Background: an optimization exercise with open tools, aiming at small area. Do not read the settings as production practice.
The RTL was checked by simulation tests, not by an equivalence proof against the original design.
The flow treats the clock pin as an ideal source, which a real chip does not have.
Power and IR drop assume default switching activity.

===== flow/design.v =====
module wb_regfile (
    input  logic         clk,
    input  logic         rst,
    input  logic         wb_reg_write,
    input  logic         wb_mem_reg,
    input  logic [31:0]  wb_read_data_mem,
    input  logic [31:0]  wb_alu_result,
    input  logic [4:0]   wb_write_reg,
    input  logic [4:0]   rd_addr1,
    input  logic [4:0]   rd_addr2,
    output logic [31:0]  rd_data1,
    output logic [31:0]  rd_data2,
    output logic [31:0]  wb_data,
    output logic         wb_we
);
    logic [31:0][31:0] regs_q;
    always_comb begin
        wb_data = wb_mem_reg ? wb_read_data_mem : wb_alu_result;
        wb_we   = wb_reg_write && (wb_write_reg != 5'd0);
    end
    always_ff @(posedge clk) begin
        if (rst) begin
            for (int i = 0; i < 32; i++) begin
                regs_q[i] <= 32'h0;
            end
        end else if (wb_we) begin
            regs_q[wb_write_reg] <= wb_data;
        end
    end
    always_comb begin
        rd_data1 = regs_q[rd_addr1];
        rd_data2 = regs_q[rd_addr2];
        if (rd_addr1 == 5'd0) begin
            rd_data1 = 32'h0;
        end
        if (rd_addr2 == 5'd0) begin
            rd_data2 = 32'h0;
        end
    end
endmodule

===== flow/run.sh =====
#!/bin/bash
# synth_recipe.tcl (not shown) runs the flow's synth.tcl, then flattens the netlist and writes it again
# the make line also repeats each setting of config.mk as NAME=value (left out here)
make -C /OpenROAD-flow-scripts/flow DESIGN_CONFIG=/design/flow/config.mk WORK_HOME=/design/flow/orfs CLKGATE_MAP_FILE= SYNTH_SCRIPT=/design/flow/synth_recipe.tcl finish

===== flow/constraint.sdc =====
create_clock -name core_clock -period 7.0 [get_ports {clk}]
set_input_delay 1.4000 -clock core_clock [delete_from_list [all_inputs] [get_ports {clk}]]
set_output_delay 1.4000 -clock core_clock [all_outputs]
set_load 0.01 [all_outputs]

===== flow/config.mk =====
export PLATFORM = sky130hd
export DESIGN_NAME = wb_regfile
export DESIGN_NICKNAME = wb_regfile
export VERILOG_FILES = /design/flow/design.v
export SDC_FILE = /design/flow/constraint.sdc
export NUM_CORES = 4
export LEC_CHECK = 0
export CAP_MARGIN = 20
export CORE_MARGIN = 2
export CORE_UTILIZATION = 40
export SLEW_MARGIN = 20

==> flow_summary.yaml, run 1 <==
timing:
  fmax_ghz: 0.161
  tns_ns: 0
  rsz0062_at_grt: "false"
  tightest_slew_ns: 1.20
  min_period_ns: 6.22
  setup_viol: 0
  timing_hold_violations_final: 0
  whs_ns: 0.478
  fin_skew_ns: 0
  drv_slew: 0
  relSlewSlack_pct: 17.8
  fin_crit_sh_pct: 88.9
job:
  drv_cap: 0
logic_synthesis:
  synth_area_leader_cell: "dfxtp_1"
  synth_area_leaders: "dfxtp_1 40%, mux4_2 22%, a211oi_1 12%, a221oi_1 4.6%, nor2_1 4.5%"
  syn_inst: 4873
  syn_area_sq_um: 51800
  synthFlopType: "dfxtp_1"
  yosysWarnings: 1
  yosysSeqAreaShare_pct: 39.6
  synthDistinctLibCells: 50
  avgSynthCellArea_sq_um: 10.6
  async_reset_ff_share_pct: 0
  synth_mux_area_share_pct: 25.4
  synth_top_cell_area_share_pct: 39.6
  yosys.area_share.xor_xnor_pct: 0
  yosys.area_share.simple_pct: 6.84
  synth_compound_area_share_pct: 21.4
  synth_edf_count: 0
  synthAdderAreaFrac_pct: 0.0484
  synth_top_family_by_area: "multiplexers"
  ys_seq_elements: 1024
routing:
  dr_total_vias: 43700
  drtAntennaViolNets: 0
  wl_per_cell_microns: 30.3
  drc: 0
  wirelength_microns: 200000
  avgViaCountPerCell: 6.61
  drt_iter0_drc: 6067
  first_pass_iters: 6
place:
  dp_hpwl_microns: 122000
  gp_congestion: 0.865
  io_buffers: 179
worst_setup_path:
  cp_cell_sequence: "buf_8 > and2_2 > a221oi_1 > a2111oi_0 > clkdlybuf4s50_1"
  crit_family: "compound AO/OA/AOI/OAI gates"
  crit_start: "rd_addr2[0]"
  critPathBufInv: 2
  cp.required_ns: 5.60
  max_stage_delay_ns: 1.10
  r2r-start: "regs_q[966]$_SDFFE_PP0P_"
  critPathMaxFanout: 41
  cp-start-kind: "primary input"
  worstSetupEndpointType: "output port"
  crit_path_top_delay_cell: "a2111oi_0"
  crit_arrival_ns: 4.82
  crit_type: "in2out"
clocking:
  cts_tree: "done"
  cts_sinks: 1024
  root_buffer: "clkbuf_16"
  cts_setup_buffers: 0
  cts-resized-gates: 0
  clkSlewWorstSetupHoldPaths_ns: 0.06
  cts_buffer_depth: 3
  clkLatencyLatePin_ns: 0.71
  postCtsHoldBufs: 0
  cts_inserted_buffers: 111
  htreeDepth: 3
final_layout:
  largest_registers: "regs_q x1024"
  drive_gt1_share_pct: 22.3
  multi_input_area_sq_um: 28300
  nFillCells: 11800
  fin_nets: 4872
  final_util_pct: 46.5
  areaGrowthSynthToFinish_pct: 15.0
  largest_reg_flops: 1024
  top_register: "regs_q"
  register_area_sq_um: 20500
power_and_ir_drop:
  ir_drop_mv: 0.204
  p_leak_nw: 18.8
  power_density_nw_per_um2: 229
global_route:
  use_met1_pct: 40.2
  busiest_layer: "met2"
  grt_pass1_vias: 41500
  grtUsageMet2_pct: 45.0
  gr-usage-met3_pct: 6.69
  grt_antenna_before_repair: 3
  grt_remaining_overflow: 0
  grt_start_max_net_pins: 215
  grt_pass1_wl_microns: 291000
  grt_use_total_pct: 29.6
floorplan:
  io-pin-count: 180
  dieArea_sq_um: 132000
  fp.coreArea_sq_um: 128000
  rows: 131
  die_h_microns: 364
  initial_core_util_pct: 40.4
  die_x_microns: 364
hold_path:
  hold_class: "reg2reg"
  min_from: "regs_q[2]$_SDFFE_PP0P_"
status:
  status: "timing/DRC/antenna clean"
## cell families (layout without fill, tap and decap cells)
kind of cell,Yosys count,after routing
AO/OA/AOI/OAI,1516,1516
AND/OR/NAND/NOR,802,802
buffers and inverters,863,866
adder cells (fa/ha/maj),2,2
flip-flops,1024,1024
other,0,4
multiplexers,666,666
## metal layers
layer | share of wire (%) | vias up
met5 | 0.0035 | -
met4 | 4.7 | 2
met3 | 11 | 513
li1 | - | 18600
met2 | 45 | 2613
met1 | 40 | 21900
## power breakdown
group          internal (mW)  switching (mW)  total [mW]
Sequential              5.92          0.0688        5.99
Combinational          0.569            1.07        1.64
Clock                   3.47            2.52        5.98
## worst reg2reg max path: stages (launching register included)
cell and delay, ns:
dfxtp_1 0.36, inv_1 0.05, a221oi_1 0.30
## cell usage after synthesis (2+ instances only)
library cell / instances
clkbuf_1: 421
nor4b_1: 3
buf_2: 146
nand2_1: 21
o21ai_0: 22
nor3_2: 5
and2_1: 4
nand2b_1: 3
nor3b_1: 3
a21oi_1: 310
a211oi_1: 811
a21o_1: 2
a22oi_1: 19
a31oi_1: 4
buf_4: 9
a211oi_2: 29
mux4_2: 512
inv_1: 259
nand3_1: 10
a2111oi_0: 42
nor4_4: 2
mux2i_1: 114
a221oi_1: 270
dfxtp_1: 1024
nor2_1: 617
or2_2: 4
or3_1: 2
nor4_1: 3
buf_1: 25
ha_1: 2
nor2b_1: 110
buf_6: 3
a21oi_2: 2
nor3_4: 5
mux2_2: 40
## stage by stage
stage	cell area [sq um]	std cells	worst slack, ns	total power, mW
global route	59500	6606	0.727	14.0
detailed placement	55800	6402	0.939	7.72
finish	59500	6609	0.778	13.6
floorplan	51800	4873	2.17	7.01
CTS	59500	6604	0.921	13.6
global placement	55800	6402	0.691	7.71
## cell type report
| type | instances | area share, % |
|---|---|---|
| clock inverters | 35 | 0.593 |
| multi-input cells | 2986 | 47.5 |
| clock buffers | 167 | 5.56 |
| well taps | 1729 | 3.63 |
| flip-flops and latches | 1024 | 34.4 |
| repair buffers | 405 | 6.65 |
| diodes | 4 | 0.0168 |
| inverters | 259 | 1.63 |
## placed cells by master (no fill, tap or decap), types with 5 or more instances in the layout
cell / n
a2111oi_0: 35
a2111oi_1: 7
a211oi_1: 811
a211oi_2: 29
a21oi_1: 310
a221oi_1: 270
a22oi_1: 19
buf_12: 35
buf_4: 191
buf_8: 7
bufinv_16: 6
clkbuf_1: 27
clkbuf_16: 114
clkbuf_8: 26
clkdlybuf4s50_1: 167
clkinv_2: 23
dfxtp_1: 1024
inv_1: 259
mux2_2: 40
mux2i_1: 82
mux2i_2: 24
mux2i_4: 8
mux4_2: 512
nand2_1: 20
nand3_1: 5
nand3_2: 5
nor2_1: 596
nor2_4: 20
nor2b_1: 108
nor3_4: 10
o21ai_0: 22
## final timing paths
check                                           endpoint  slack [ns]  cells past startpoint
worst max-delay path                        rd_data2[18]        0.78                      5
worst min-delay path              regs_q[2]$_SDFFE_PP0P_        0.48                      1
worst max register to register  regs_q[966]$_SDFFE_PP0P_        6.17                      2
worst min register to register    regs_q[2]$_SDFFE_PP0P_        0.48                      1
==> run 2, diff against run 1 <==
==> flow/design.v (replaced) <==
module wb_regfile (
    input  logic         clk,
    input  logic         rst,
    input  logic         wb_reg_write,
    input  logic         wb_mem_reg,
    input  logic [31:0]  wb_read_data_mem,
    input  logic [31:0]  wb_alu_result,
    input  logic [4:0]   wb_write_reg,
    input  logic [4:0]   rd_addr1,
    input  logic [4:0]   rd_addr2,
    output logic [31:0]  rd_data1,
    output logic [31:0]  rd_data2,
    output logic [31:0]  wb_data,
    output logic         wb_we
);
    logic [31:1][31:0] regs_q;
    logic [31:1][31:0] regs_d;
    logic [31:1]       wr_en;     
    logic [31:1]       hold;      
    logic [31:1]       sel1, sel2;
    always_comb begin
        wb_data = wb_mem_reg ? wb_read_data_mem : wb_alu_result;
        wb_we   = wb_reg_write && (wb_write_reg != 5'd0);
    end
    always_comb begin
        for (int i = 1; i < 32; i++) begin
            wr_en[i] = !rst && wb_reg_write && (wb_write_reg == 5'(i));
            hold[i]  = !rst && !(wb_reg_write && (wb_write_reg == 5'(i)));
            sel1[i]  = (rd_addr1 == 5'(i));
            sel2[i]  = (rd_addr2 == 5'(i));
        end
    end
    for (genvar i = 1; i < 32; i++) begin : g_row
        for (genvar b = 0; b < 32; b++) begin : g_bit
            rf_ao22 u_nxt (.a1(regs_q[i][b]), .a2(hold[i]), .b1(wb_data[b]), .b2(wr_en[i]),
                           .y(regs_d[i][b]));
        end
    end
    always_ff @(posedge clk) begin
        regs_q <= regs_d;
    end
    for (genvar b = 0; b < 32; b++) begin : g_rd
        logic [31:0] col;
        for (genvar i = 1; i < 32; i++) begin : g_col
            assign col[i] = regs_q[i][b];
        end
        assign col[0] = 1'b0;
        rf_rdmux u_rd1 (.d(col), .sel(sel1), .y(rd_data1[b]));
        rf_rdmux u_rd2 (.d(col), .sel(sel2), .y(rd_data2[b]));
    end
endmodule
module rf_rdmux (
    input  logic [31:0] d,
    input  logic [31:1] sel,
    output logic        y
);
    logic [10:0] t;
    logic        p1, p2, q;
    for (genvar k = 0; k < 10; k++) begin : g_aoi
        rf_aoi222 u_aoi (.a1(d[3*k+1]), .a2(sel[3*k+1]), .b1(d[3*k+2]), .b2(sel[3*k+2]),
                         .c1(d[3*k+3]), .c2(sel[3*k+3]), .y(t[k]));
    end
    rf_nand2 u_n31 (.a(d[31]), .b(sel[31]), .y(t[10]));
    rf_nand4 u_p1 (.a(t[0]), .b(t[1]), .c(t[2]), .d(t[3]), .y(p1));
    rf_nand4 u_p2 (.a(t[4]), .b(t[5]), .c(t[6]), .d(t[7]), .y(p2));
    rf_nor2  u_q  (.a(p1), .b(p2), .y(q));
    rf_nand4 u_y  (.a(q), .b(t[8]), .c(t[9]), .d(t[10]), .y(y));
endmodule
module rf_ao22 (input logic a1, a2, b1, b2, output logic y);
    assign y = (a1 & a2) | (b1 & b2);
endmodule
module rf_aoi222 (input logic a1, a2, b1, b2, c1, c2, output logic y);
    assign y = ~((a1 & a2) | (b1 & b2) | (c1 & c2));
endmodule
module rf_nand2 (input logic a, b, output logic y);
    assign y = ~(a & b);
endmodule
module rf_nand4 (input logic a, b, c, d, output logic y);
    assign y = ~(a & b & c & d);
endmodule
module rf_nor2 (input logic a, b, output logic y);
    assign y = ~(a | b);
endmodule
--- a/flow/config.mk
+++ b/flow/config.mk
@@ -9,3 +9,4 @@
 export CORE_MARGIN = 2
 export CORE_UTILIZATION = 40
 export SLEW_MARGIN = 20
+export SYNTH_HIERARCHICAL = 1
==> flow_summary.yaml, run 2 <==
worst_setup_path:
  crit_type: "in2out"
  cp-start-kind: "primary input"
  cp.required_ns: 5.60
  crit_arrival_ns: 5.28
  worstSetupEndpointType: "output port"
  crit_start: "rd_addr2[4]"
  critPathMaxFanout: 32
  r2r-start: "regs_q[983]$_DFF_P_"
clocking:
  cts_tree: "done"
  cts_setup_buffers: 0
  clkLatencyLatePin_ns: 0.67
  cts_sinks: 992
  cts_inserted_buffers: 101
  postCtsHoldBufs: 0
  root_buffer: "clkbuf_16"
  htreeDepth: 3
  cts_buffer_depth: 3
  clkSlewWorstSetupHoldPaths_ns: 0.06
  cts-resized-gates: 0
logic_synthesis:
  syn_inst: 3188
  syn_area_sq_um: 38200
  yosysWarnings: 7
  avgSynthCellArea_sq_um: 12.0
floorplan:
  dieArea_sq_um: 97900
  die_x_microns: 313
  io-pin-count: 180
  die_h_microns: 313
  rows: 113
  initial_core_util_pct: 40.3
  fp.coreArea_sq_um: 94700
power_and_ir_drop:
  ir_drop_mv: 0.183
  p_leak_nw: 16.7
  switching_share_pct: 25.1
  p_sw_mw: 3.10
  p_int_mw: 9.24
  combPwrFrac_pct: 6.7
  power_density_nw_per_um2: 258
  p_clk_share_pct: 46.9
  seqPwrFrac_pct: 46.4
routing:
  drtAntennaViolNets: 0
  wirelength_microns: 189000
  avgViaCountPerCell: 7.89
  dr_total_vias: 39300
  first_pass_iters: 15
  wl_per_cell_microns: 38.0
  drt_iter0_drc: 9593
  drc: 0
place:
  dp_hpwl_microns: 111000
  gp_congestion: 0.968
  io_buffers: 179
  place_ws_ns: 0.589
  place_area_sq_um: 44100
final_layout:
  top_register: "regs_q"
  fin_nets: 3717
  largest_registers: "regs_q x992"
  final_util_pct: 50.4
  post-route-cell-area_sq_um: 47800
  largest_reg_flops: 992
  mostFrequentLayoutCells: "992 x a22o_1, 992 x dfxtp_1, 640 x a222oi_1, 192 x nand4_1, 177 x clkdlybuf4s50_1"
  drive_gt1_share_pct: 14.1
  areaGrowthSynthToFinish_pct: 25.1
timing:
  setup_viol: 0
  fin_skew_ns: 0
  min_period_ns: 6.68
  rsz0062_at_grt: "false"
  timing_hold_violations_final: 0
  drv_slew: 0
  tightest_slew_ns: 1.24
  relSlewSlack_pct: 17.4
  fmax_ghz: 0.150
  tns_ns: 0
  setup_ws_ns: 0.322
  fin_crit_sh_pct: 95.4
hold_path:
  min_from: "regs_q[975]$_DFF_P_"
  hold_class: "reg2reg"
global_route:
  grt_use_total_pct: 36.8
  grt_remaining_overflow: 0
  grt_pass1_vias: 36700
  grt_start_max_net_pins: 35
  gr-usage-met3_pct: 15.3
  grtUsageMet2_pct: 51.2
  busiest_layer: "met2"
  use_met1_pct: 49.0
  grt_antenna_before_repair: 8
  grt_pass1_wl_microns: 267000
status:
  status: "timing/DRC/antenna clean"
job:
  drv_cap: 0
run 2: worst max-delay path, stage by stage:
cell and delay (ns):
clkdlybuf4s50_1 0.67, or3_1 0.65, nor2_4 0.96, a222oi_1 0.30, nand4_1 0.41, nor2_1 0.08, nand4_1 0.19, clkdlybuf4s50_1 0.58
run 2: through the flow:
stage	total power [mW]	instances	hold WS (ns)
floorplan	6.16	3188	0.477
global placement	6.63	4789	0.488
detailed placement	6.64	4793	0.492
CTS	12.3	4979	0.509
global route	12.6	4985	0.519
finish	12.3	4986	0.511
run 2: cell type report:
type                            count  area, sq um
Antenna cell                        4         10.0
Clock buffer                      147         2950
Clock inverter                     39          596
Fill cell                        8527        47000
Multi-Input combinational cell   2166        19200
Sequential cell                   992        19900
Tap cell                         1265         1580
Timing Repair Buffer              373         3600
run 2: worst paths after layout:
kind	slack, ns	cells past startpoint	endpoint
max	0.32	8	rd_data2[24]
min	0.51	1	regs_q[975]$_DFF_P_
max reg2reg	6.26	1	regs_q[983]$_DFF_P_
min reg2reg	0.51	1	regs_q[975]$_DFF_P_
run 2: per-layer routing:
metal  wire length [microns]  up-vias
li1                        -    15700
met4                   10300        8
met2                   75800     3666
met3                   31100      750
met1                   71800    19200
met5                     184        -
run 2: power groups by stage:
stage	clock network [mW]	registers, mW	logic [mW]
floorplan	0	5.84	0.317
global placement	0	5.85	0.786
finish	5.79	5.73	0.830
detailed placement	0	5.85	0.788
global route	6.03	5.73	0.833
CTS	5.78	5.72	0.789
==> run 3, diff against run 2 <==
==> flow/flow/run.sh (new file) <==
#!/bin/bash
# The standard layout, with the port buffers the standard flow's flow inserts made from the smallest
# buffer cell (buf_1) instead of the cell buffer_ports picks by default; the resizer still
# upsizes any that timing or slew needs.
set -euo pipefail
cd "$(dirname "$0")/.."
bash standard.sh "BUFFER_PORTS_ARGS=-buffer_cell sky130_fd_sc_hd__buf_1" finish > standard.log 2>&1
==> flow/standard.sh (new file) <==
#!/bin/bash
# synth_recipe.tcl (not shown) runs the flow's synth.tcl, then flattens the netlist and writes it again
# the make line also repeats each setting of config.mk as NAME=value (left out here)
make -C /OpenROAD-flow-scripts/flow DESIGN_CONFIG=/design/flow/config.mk WORK_HOME=/design/flow/orfs CLKGATE_MAP_FILE= SYNTH_SCRIPT=/design/flow/synth_recipe.tcl "${@:-finish}"
--- a/flow/config.mk
+++ b/flow/config.mk
@@ -7,6 +7,8 @@
 export LEC_CHECK = 0
 export CAP_MARGIN = 20
 export CORE_MARGIN = 2
-export CORE_UTILIZATION = 40
+export CORE_UTILIZATION = 50
+export CTS_CLUSTER_DIAMETER = 100
+export CTS_CLUSTER_SIZE = 30
 export SLEW_MARGIN = 20
 export SYNTH_HIERARCHICAL = 1
removed: flow/run.sh
==> flow_summary.yaml, run 3 <==
clocking:
  cts_setup_buffers: 0
  postCtsHoldBufs: 0
  clkSlewWorstSetupHoldPaths_ns: 0.11
  clkLatencyLatePin_ns: 0.63
  cts-resized-gates: 0
  cts_sinks: 992
  cts_buffer_depth: 3
  root_buffer: "clkbuf_16"
  cts_tree: "done"
  htreeDepth: 2
  cts_inserted_buffers: 39
place:
  dp_cells: 4490
  dp_hpwl_microns: 114000
  io_buffers: 179
  gp_congestion: 0.990
global_route:
  busiest_layer: "met2"
  grt_pass1_wl_microns: 277000
  grt_remaining_overflow: 0
  gr-usage-met3_pct: 22.2
  grt_pass1_vias: 38200
  use_met1_pct: 61.3
  grt_start_max_net_pins: 33
  grtUsageMet2_pct: 66.6
  grt_antenna_before_repair: 13
  grt_use_total_pct: 48.8
status:
  status: "timing/DRC/antenna clean"
routing:
  dr_total_vias: 40300
  drt_iter0_drc: 10200
  wl_per_cell_microns: 44.3
  drtAntennaViolNets: 0
  wirelength_microns: 201000
  first_pass_iters: 17
  drc: 0
  avgViaCountPerCell: 8.87
timing:
  setup_viol: 0
  tns_ns: 0
  relSlewSlack_pct: 13.9
  fmax_ghz: 0.166
  drv_slew: 0
  min_period_ns: 6.02
  whs_ns: 0.520
  timing_hold_violations_final: 0
  fin_crit_sh_pct: 86.0
  rsz0062_at_grt: "false"
  tightest_slew_ns: 1.29
  fin_skew_ns: 0
worst_setup_path:
  r2r-start: "regs_q[988]$_DFF_P_"
  r2r_cells: 1
  cp.required_ns: 5.60
  critPathMaxFanout: 32
  cp_cell_sequence: "buf_1 > or3b_1 > nor3_2 > buf_4 > a222oi_1 > nand4_1 > nor2_1 > nand4_1 > buf_1"
  max_stage_delay_ns: 0.65
  crit_arrival_ns: 4.62
  critPathBufInv: 3
  r2r_slack_ns: 6.25
  r2r_end: "regs_q[988]$_DFF_P_"
  crit_type: "in2out"
  crit_path_top_delay_cell: "buf_1"
  cp-start-kind: "primary input"
  worstSetupEndpointType: "output port"
  crit_family: "simple AND/OR/NAND/NOR gates"
final_layout:
  fin_nets: 3636
  drive_gt1_share_pct: 10.9
  largest_reg_flops: 992
  largest_registers: "regs_q x992"
  top_register: "regs_q"
  areaGrowthSynthToFinish_pct: 13.9
  instances_no_fill: 4544
  mostFrequentLayoutCells: "992 x a22o_1, 992 x dfxtp_1, 640 x a222oi_1, 192 x nand4_1, 177 x buf_1"
  final_util_pct: 57.3
hold_path:
  min_from: "regs_q[986]$_DFF_P_"
  hold_class: "reg2reg"
  hold_end: "regs_q[986]$_DFF_P_"
  holdPathStages: 1
logic_synthesis:
  syn_area_sq_um: 38200
  avgSynthCellArea_sq_um: 12.0
  syn_inst: 3188
  yosysWarnings: 7
floorplan:
  initial_core_util_pct: 50.4
  die_x_microns: 280
  fp.coreArea_sq_um: 75800
  rows: 101
  die_h_microns: 280
  dieArea_sq_um: 78600
  io-pin-count: 180
power_and_ir_drop:
  power.total_mw: 9.47
  p_leak_nw: 14.9
  power_density_nw_per_um2: 218
  ir_drop_mv: 0.184
job:
  drv_cap: 0
==> run 3: final cells by class <==
| cell class | count | area, sq um |
|---|---|---|
| clock buffers | 41 | 1000 |
| clock inverters | 5 | 82.6 |
| well taps | 978 | 1220 |
| fillers | 6388 | 32300 |
| diodes | 8 | 20.0 |
| repair buffers | 354 | 2150 |
| multi-input cells | 2166 | 19100 |
| flip-flops and latches | 992 | 19900 |
==> run 3: metrics by stage <==
step                      setup slack, ns  instance area, sq um
after floorplan                      1.60                 38200
after global placement               1.25                 42400
after detailed placement             1.21                 42400
after CTS                            1.22                 43500
after global routing                 1.03                 43500
final                               0.982                 43500
==> run 3: how the worst max path moves through the flow <==
stage                      from            to  cells past startpoint
floorplan           rd_addr1[2]   rd_data1[0]                      6
global placement    rd_addr1[0]   rd_data1[1]                      9
detailed placement  rd_addr2[0]  rd_data2[25]                      9
CTS                 rd_addr2[0]  rd_data2[25]                      9
global route        rd_addr1[0]   rd_data1[5]                      9
finish              rd_addr1[0]   rd_data1[9]                      9
==> run 3: metal layers <==
layer / up-vias / wire (microns)
li1: 15500 / -
met1: 19600 / 70600
met2: 4134 / 78900
met3: 1038 / 35500
met4: 14 / 16000
met5: - / 130
==> run 3: where the power goes <==
part	switching, mW	internal (mW)	leakage [nW]	total [mW]
registers	0.0369	5.69	8.00	5.72
clock network	1.86	1.10	0.533	2.96
logic	0.653	0.140	6.37	0.792
total	2.55	6.92	14.9	9.47
==> run 4, diff against run 3 <==
==> flow/flow/run.sh (replaced) <==
#!/bin/bash
# The standard layout with three changes to how it is made:
#  - the port buffers are made from the smallest buffer cell (buf_1) instead of the cell
#    buffer_ports picks by default; the resizer still upsizes any that need it;
#  - the buffers ABC inserted are removed at floorplan (REMOVE_ABC_BUFFERS=1) instead of
#    being repaired there;
#  - after CTS, post_cts.tcl swaps oversized cells for smaller ones of the same function
#    where setup slack and slews allow (downsize.tcl).
# All tool output goes to standard.log and ORFS's per-step logs under orfs/logs.
set -euo pipefail
cd "$(dirname "$0")/.."
bash standard.sh "BUFFER_PORTS_ARGS=-buffer_cell sky130_fd_sc_hd__buf_1" \
  REMOVE_ABC_BUFFERS=1 "POST_CTS_TCL=$PWD/flow/post_cts.tcl" finish > standard.log 2>&1
==> flow/flow/downsize.tcl (new file) <==
# Area recovery: swap each oversized combinational cell or buffer for the smallest cell of
# the same function that keeps setup slack above a margin and keeps the slews it drives
# and sees well inside the library limit. Clock-tree cells and flip-flops are left alone.
proc ds_slew_ok { inst limit } {
  foreach pin [get_pins -of_objects $inst] {
    set s [get_property $pin slew_max]
    if { $s ne "" && $s > $limit } { return 0 }
  }
  # loads of the output net
  foreach opin [get_pins -of_objects $inst -filter "direction == output"] {
    set net [get_nets -of_objects $opin]
    if { $net eq "" } continue
    foreach p [get_pins -of_objects $net] {
      set s [get_property $p slew_max]
      if { $s ne "" && $s > $limit } { return 0 }
    }
  }
  return 1
}

proc ds_run { slack_margin slew_limit } {
  set block [ord::get_db_block]
  set n_swapped 0
  set saved 0.0
  foreach dbinst [$block getInsts] {
    set master [$dbinst getMaster]
    set mname [$master getName]
    if { ![regexp {^(sky130_fd_sc_hd__)(.*)_([0-9]+)$} $mname -> pfx base size] } continue
    if { [string match "df*" $base] || [string match "clk*" $base] || [string match "*tap*" $base]
         || [string match "fill*" $base] || [string match "decap*" $base] || [string match "conb" $base]
         || [string match "diode" $base] || [string match "sdf*" $base] || [string match "edf*" $base] } continue
    if { [$dbinst isFixed] } continue
    # skip anything on a clock net
    set onclk 0
    foreach it [$dbinst getITerms] {
      set net [$it getNet]
      if { $net ne "NULL" && [$net getSigType] eq "CLOCK" } { set onclk 1 }
    }
    if { $onclk } continue
    set name [$dbinst getName]
    set inst [get_cells $name]
    set cands {}
    foreach lc [get_lib_cells ${pfx}${base}_*] {
      set cn [get_name $lc]
      if { ![regexp {_([0-9]+)$} $cn -> cs] } continue
      if { $cs < $size } { lappend cands [list $cs $cn] }
    }
    if { [llength $cands] == 0 } continue
    set cands [lsort -integer -index 0 $cands]
    foreach c $cands {
      set cn [lindex $c 1]
      replace_cell $inst $cn
      set ws [expr {[sta::worst_slack_cmd max] * 1e9}]
      if { $ws >= $slack_margin && [ds_slew_ok $inst $slew_limit] } {
        incr n_swapped
        break
      }
      replace_cell $inst $mname
    }
  }
  puts "downsize: swapped $n_swapped cells"
}
==> flow/flow/post_cts.tcl (new file) <==
# Sourced by ORFS at the end of CTS (POST_CTS_TCL): recover area from oversized cells.
source [file join [file dirname [info script]] downsize.tcl]
estimate_parasitics -placement
puts "downsize: before: worst setup slack [sta::worst_slack_cmd max]"
report_design_area
ds_run 0.4 1.1
estimate_parasitics -placement
puts "downsize: after: worst setup slack [sta::worst_slack_cmd max]"
report_design_area
==> flow_summary.yaml, run 4 <==
status:
  status: "timing/DRC/antenna clean"
timing:
  fmax_ghz: 0.152
  min_period_ns: 6.59
  drv_slew: 0
  relSlewSlack_pct: 12.9
  tightest_slew_ns: 1.31
  whs_ns: 0.522
  tns_ns: 0
  rsz0062_at_grt: "false"
  fin_crit_sh_pct: 94.1
  setup_viol: 0
  timing_hold_violations_final: 0
  fin_skew_ns: 0
worst_setup_path:
  cp_cell_sequence: "buf_1 > or3b_1 > nor2_2 > buf_1 > a222oi_1 > nand4_1 > nor2_1 > nand4_1 > buf_1"
  cp-start-kind: "primary input"
  crit_family: "simple AND/OR/NAND/NOR gates"
  worstSetupEndpointType: "output port"
  crit_path_top_delay_cell: "nor2_2"
  crit_arrival_ns: 5.19
  cpMostUsedCell: "buf_1"
  critPathMaxFanout: 16
  cp.required_ns: 5.60
  critPathBufInv: 3
  max_stage_delay_ns: 1.01
  crit_type: "in2out"
final_layout:
  top_register: "regs_q"
  mostFrequentLayoutCells: "992 x a22o_1, 992 x dfxtp_1, 640 x a222oi_1, 228 x buf_1, 192 x nand4_1"
  largest_reg_flops: 992
  fin_nets: 3620
  areaGrowthSynthToFinish_pct: 9.77
  largest_registers: "regs_q x992"
  drive_gt1_share_pct: 6.21
  post-route-cell-area_sq_um: 41900
  nFillCells: 6705
place:
  gp_congestion: 0.923
  place_area_sq_um: 42200
  dp_hpwl_microns: 107000
  io_buffers: 179
routing:
  dr_total_vias: 39300
  avgViaCountPerCell: 8.68
  wl_per_cell_microns: 42.1
  drtAntennaViolNets: 0
  drt_iter0_drc: 9129
  drc: 0
  wirelength_microns: 191000
  first_pass_iters: 17
floorplan:
  fp.coreArea_sq_um: 75800
  dieArea_sq_um: 78600
  die_h_microns: 280
  die_x_microns: 280
  io-pin-count: 180
  initial_core_util_pct: 50.4
  rows: 101
global_route:
  grt_antenna_before_repair: 10
  grt_pass1_vias: 37700
  grt_use_total_pct: 46.0
  grt_pass1_wl_microns: 265000
  grt_remaining_overflow: 0
  grt_start_max_net_pins: 33
logic_synthesis:
  syn_inst: 3188
  avgSynthCellArea_sq_um: 12.0
  yosysWarnings: 7
  syn_area_sq_um: 38200
clocking:
  cts_sinks: 992
  clkSlewWorstSetupHoldPaths_ns: 0.11
  cts_tree: "done"
  clkLatencyLatePin_ns: 0.64
power_and_ir_drop:
  p_leak_nw: 14.4
  power_density_nw_per_um2: 222
  ir_drop_mv: 0.199
hold_path:
  hold_class: "reg2reg"
job:
  drv_cap: 0
-- run 4: worst paths after layout --
kind	startpoint	to	slack (ns)	cells past startpoint
worst max-delay path	rd_addr2[0]	rd_data2[25]	0.41	9
worst min-delay path	regs_q[456]$_DFF_P_	regs_q[456]$_DFF_P_	0.52	1
worst max register to register	regs_q[285]$_DFF_P_	regs_q[285]$_DFF_P_	6.30	1
worst min register to register	regs_q[456]$_DFF_P_	regs_q[456]$_DFF_P_	0.52	1
-- run 4: cell type report --
type	instances	area, sq um	share of cell area (%)
sequential	992	19900	47.4
multi-input combinational	2166	18400	43.8
timing repair buffer	338	1430	3.40
tap	978	1220	2.92
clock buffer	40	990	2.36
clock inverter	4	41.3	0.0985
antenna	6	15.0	0.0358
-- run 4: layer usage --
layer | up-vias | GRT usage, % | part of all wire (%)
li1 | 15400 | - | -
met1 | 19200 | 58.2 | 36
met2 | 3799 | 65.2 | 41
met3 | 853 | 21.2 | 17
met4 | 16 | 23.7 | 6.1
met5 | - | 1.63 | 0.15
-- run 4: power by group --
part           leakage (nW)  switching, mW  total [mW]  internal, mW
Combinational          5.94          0.594       0.702         0.109
Clock                 0.504           1.84        2.88          1.04
Sequential             8.00         0.0361        5.72          5.69
Total                  14.4           2.47        9.30          6.84
-- run 4: stage by stage --
step / instances / util [%] / setup WS (ns) / power (mW)
global placement: 4472 / 55.6 / 1.27 / 6.54
finish: 4524 / 55.3 / 0.410 / 9.30
global route: 4518 / 55.3 / 0.538 / 9.47
detailed placement: 4474 / 55.6 / 1.20 / 6.56
floorplan: 3158 / - / 1.60 / 6.14
==> run 5, diff against run 4 <==
--- a/flow/config.mk
+++ b/flow/config.mk
@@ -9,6 +9,6 @@
 export CORE_MARGIN = 2
 export CORE_UTILIZATION = 50
 export CTS_CLUSTER_DIAMETER = 100
-export CTS_CLUSTER_SIZE = 30
+export CTS_CLUSTER_SIZE = 25
 export SLEW_MARGIN = 20
 export SYNTH_HIERARCHICAL = 1
==> flow_summary.yaml, run 5 <==
status:
  status: "timing/DRC/antenna clean"
timing:
  fin_skew_ns: 0
  drv_slew: 0
  rsz0062_at_grt: "false"
  tightest_slew_ns: 1.29
  fmax_ghz: 0.155
  setup_ws_ns: 0.538
  setup_viol: 0
  min_period_ns: 6.46
  tns_ns: 0
  fin_crit_sh_pct: 92.3
  timing_hold_violations_final: 0
  relSlewSlack_pct: 13.9
routing:
  drt_iter0_drc: 9285
  wl_per_cell_microns: 42.1
  drc: 0
  dr_total_vias: 39500
  first_pass_iters: 14
  wirelength_microns: 191000
  avgViaCountPerCell: 8.71
  drtAntennaViolNets: 0
place:
  place_ws_ns: 1.20
  dp_cells: 4474
  io_buffers: 179
  dp_hpwl_microns: 107000
  gp_congestion: 0.923
worst_setup_path:
  critPathMaxFanout: 22
  cp.required_ns: 5.60
  cp-start-kind: "primary input"
  r2r_slack_ns: 6.29
  worstSetupEndpointType: "output port"
  crit_type: "in2out"
  crit_arrival_ns: 5.06
clocking:
  cts_tree: "done"
  cts_sinks: 992
  clkSlewWorstSetupHoldPaths_ns: 0.10
  clkLatencyLatePin_ns: 0.65
logic_synthesis:
  syn_area_sq_um: 38200
  avgSynthCellArea_sq_um: 12.0
  yosysWarnings: 7
  syn_inst: 3188
floorplan:
  die_x_microns: 280
  dieArea_sq_um: 78600
  io-pin-count: 180
  rows: 101
  fp.coreArea_sq_um: 75800
  initial_core_util_pct: 50.4
  die_h_microns: 280
power_and_ir_drop:
  switching_share_pct: 26.6
  seqPwrFrac_pct: 59.8
  ir_drop_mv: 0.240
  power_density_nw_per_um2: 227
  p_leak_nw: 14.6
  p_sw_mw: 2.54
  combPwrFrac_pct: 7.4
  p_int_mw: 7.02
  p_clk_share_pct: 32.8
final_layout:
  largest_reg_flops: 992
  drive_gt1_share_pct: 6.48
  fin_nets: 3629
  areaGrowthSynthToFinish_pct: 10.4
  instances_no_fill: 4534
  top_register: "regs_q"
  largest_registers: "regs_q x992"
  mostFrequentLayoutCells: "992 x a22o_1, 992 x dfxtp_1, 640 x a222oi_1, 228 x buf_1, 192 x nand4_1"
hold_path:
  hold_class: "reg2reg"
global_route:
  grt_pass1_vias: 37700
  grt_start_max_net_pins: 33
  grt_remaining_overflow: 0
  grt_use_total_pct: 46.1
  grt_antenna_before_repair: 10
  grt_pass1_wl_microns: 265000
job:
  drv_cap: 0
-- run 5: final cells by class --
cell class | instances | area [sq um]
diodes | 6 | 15.0
fillers | 6701 | 33700
multi-input cells | 2166 | 18400
well taps | 978 | 1220
flip-flops and latches | 992 | 19900
clock buffers | 47 | 1180
repair buffers | 340 | 1470
clock inverters | 5 | 67.6
-- run 5: worst max-delay path: stages --
cell,delay [ns]
buf_1,0.50
nand3b_1,0.35
nor2_1,0.96
buf_2,0.70
a222oi_1,0.19
nand4_1,0.40
nor2_1,0.10
nand4_1,0.25
buf_1,0.19
-- run 5: routing by layer --
metal | track usage, % | share of wire [%]
met3 | 20.0 | 17
met4 | 24.7 | 6.1
met1 | 58.9 | 36
met2 | 65.2 | 40
met5 | 1.19 | 0.14
-- run 5: worst paths after layout --
| path | startpoint | end | depth (start not counted) |
|---|---|---|---|
| worst max-delay path | rd_addr2[0] | rd_data2[31] | 9 |
| worst min register to register | regs_q[456]$_DFF_P_ | regs_q[456]$_DFF_P_ | 1 |
| worst min-delay path | regs_q[456]$_DFF_P_ | regs_q[456]$_DFF_P_ | 1 |
| worst max register to register | regs_q[135]$_DFF_P_ | regs_q[135]$_DFF_P_ | 1 |
-- run 5: power groups by stage --
stage               sequential, mW  combinational (mW)  clock [mW]
global route                  5.73               0.697        3.31
global placement              5.85               0.691           0
detailed placement            5.85               0.707           0
floorplan                     5.84               0.300           0
finish                        5.72               0.705        3.13
-- run 5: metrics by stage --
stage	total power [mW]	cell area [sq um]	util (%)	hold WS (ns)
global route	9.73	42200	55.6	0.532
global placement	6.54	42100	55.6	0.487
finish	9.56	42200	55.6	0.520
floorplan	6.14	38000	-	0.477
detailed placement	6.56	42200	55.6	0.494

==> what the ideal ports hide <==
The results above use ideal ports. As a check the final layouts listed here were re-extracted and re-timed, cells and wires unchanged. Step 1, drivers: a clkbuf_16 drives clk and a buf_2 each remaining input, both assumed. Step 2 also shifts input and output timing later by t, the mid clock arrival at the registers, as if the neighbouring blocks saw the same clock. a / b / c = no drivers / after step 1 / after step 2; a / b = the first two.
| run | t (ns) | setup WS [ns] | worst hold slack (ns) | worst data-port slew with drivers (ns) | cell pins on the clock port's net |
|---|---|---|---|---|---|
| run 1 | 0.781 | 0.778 / 0.723 / 0.723 | 0.478 / 0.478 / 0.478 | 0.12 | 1 |
| run 2 | 0.772 | 0.322 / 0.292 / 0.292 | 0.511 / 0.511 / 0.511 | 0.13 | 1 |
| run 3 | 0.713 | 0.982 / 0.919 / 0.919 | 0.520 / 0.520 / 0.520 | 0.11 | 1 |
| run 4 | 0.691 | 0.410 / 0.298 / 0.298 | 0.522 / 0.522 / 0.522 | 0.13 | 1 |
| run 5 | 0.738 | 0.538 / 0.436 / 0.436 | 0.520 / 0.520 / 0.520 | 0.13 | 1 |
After both steps setup and hold are still met in every run listed. For run 4, which loses most, drivers alone change the setup slack by -0.112 ns; drivers and shift together by -0.112 ns.
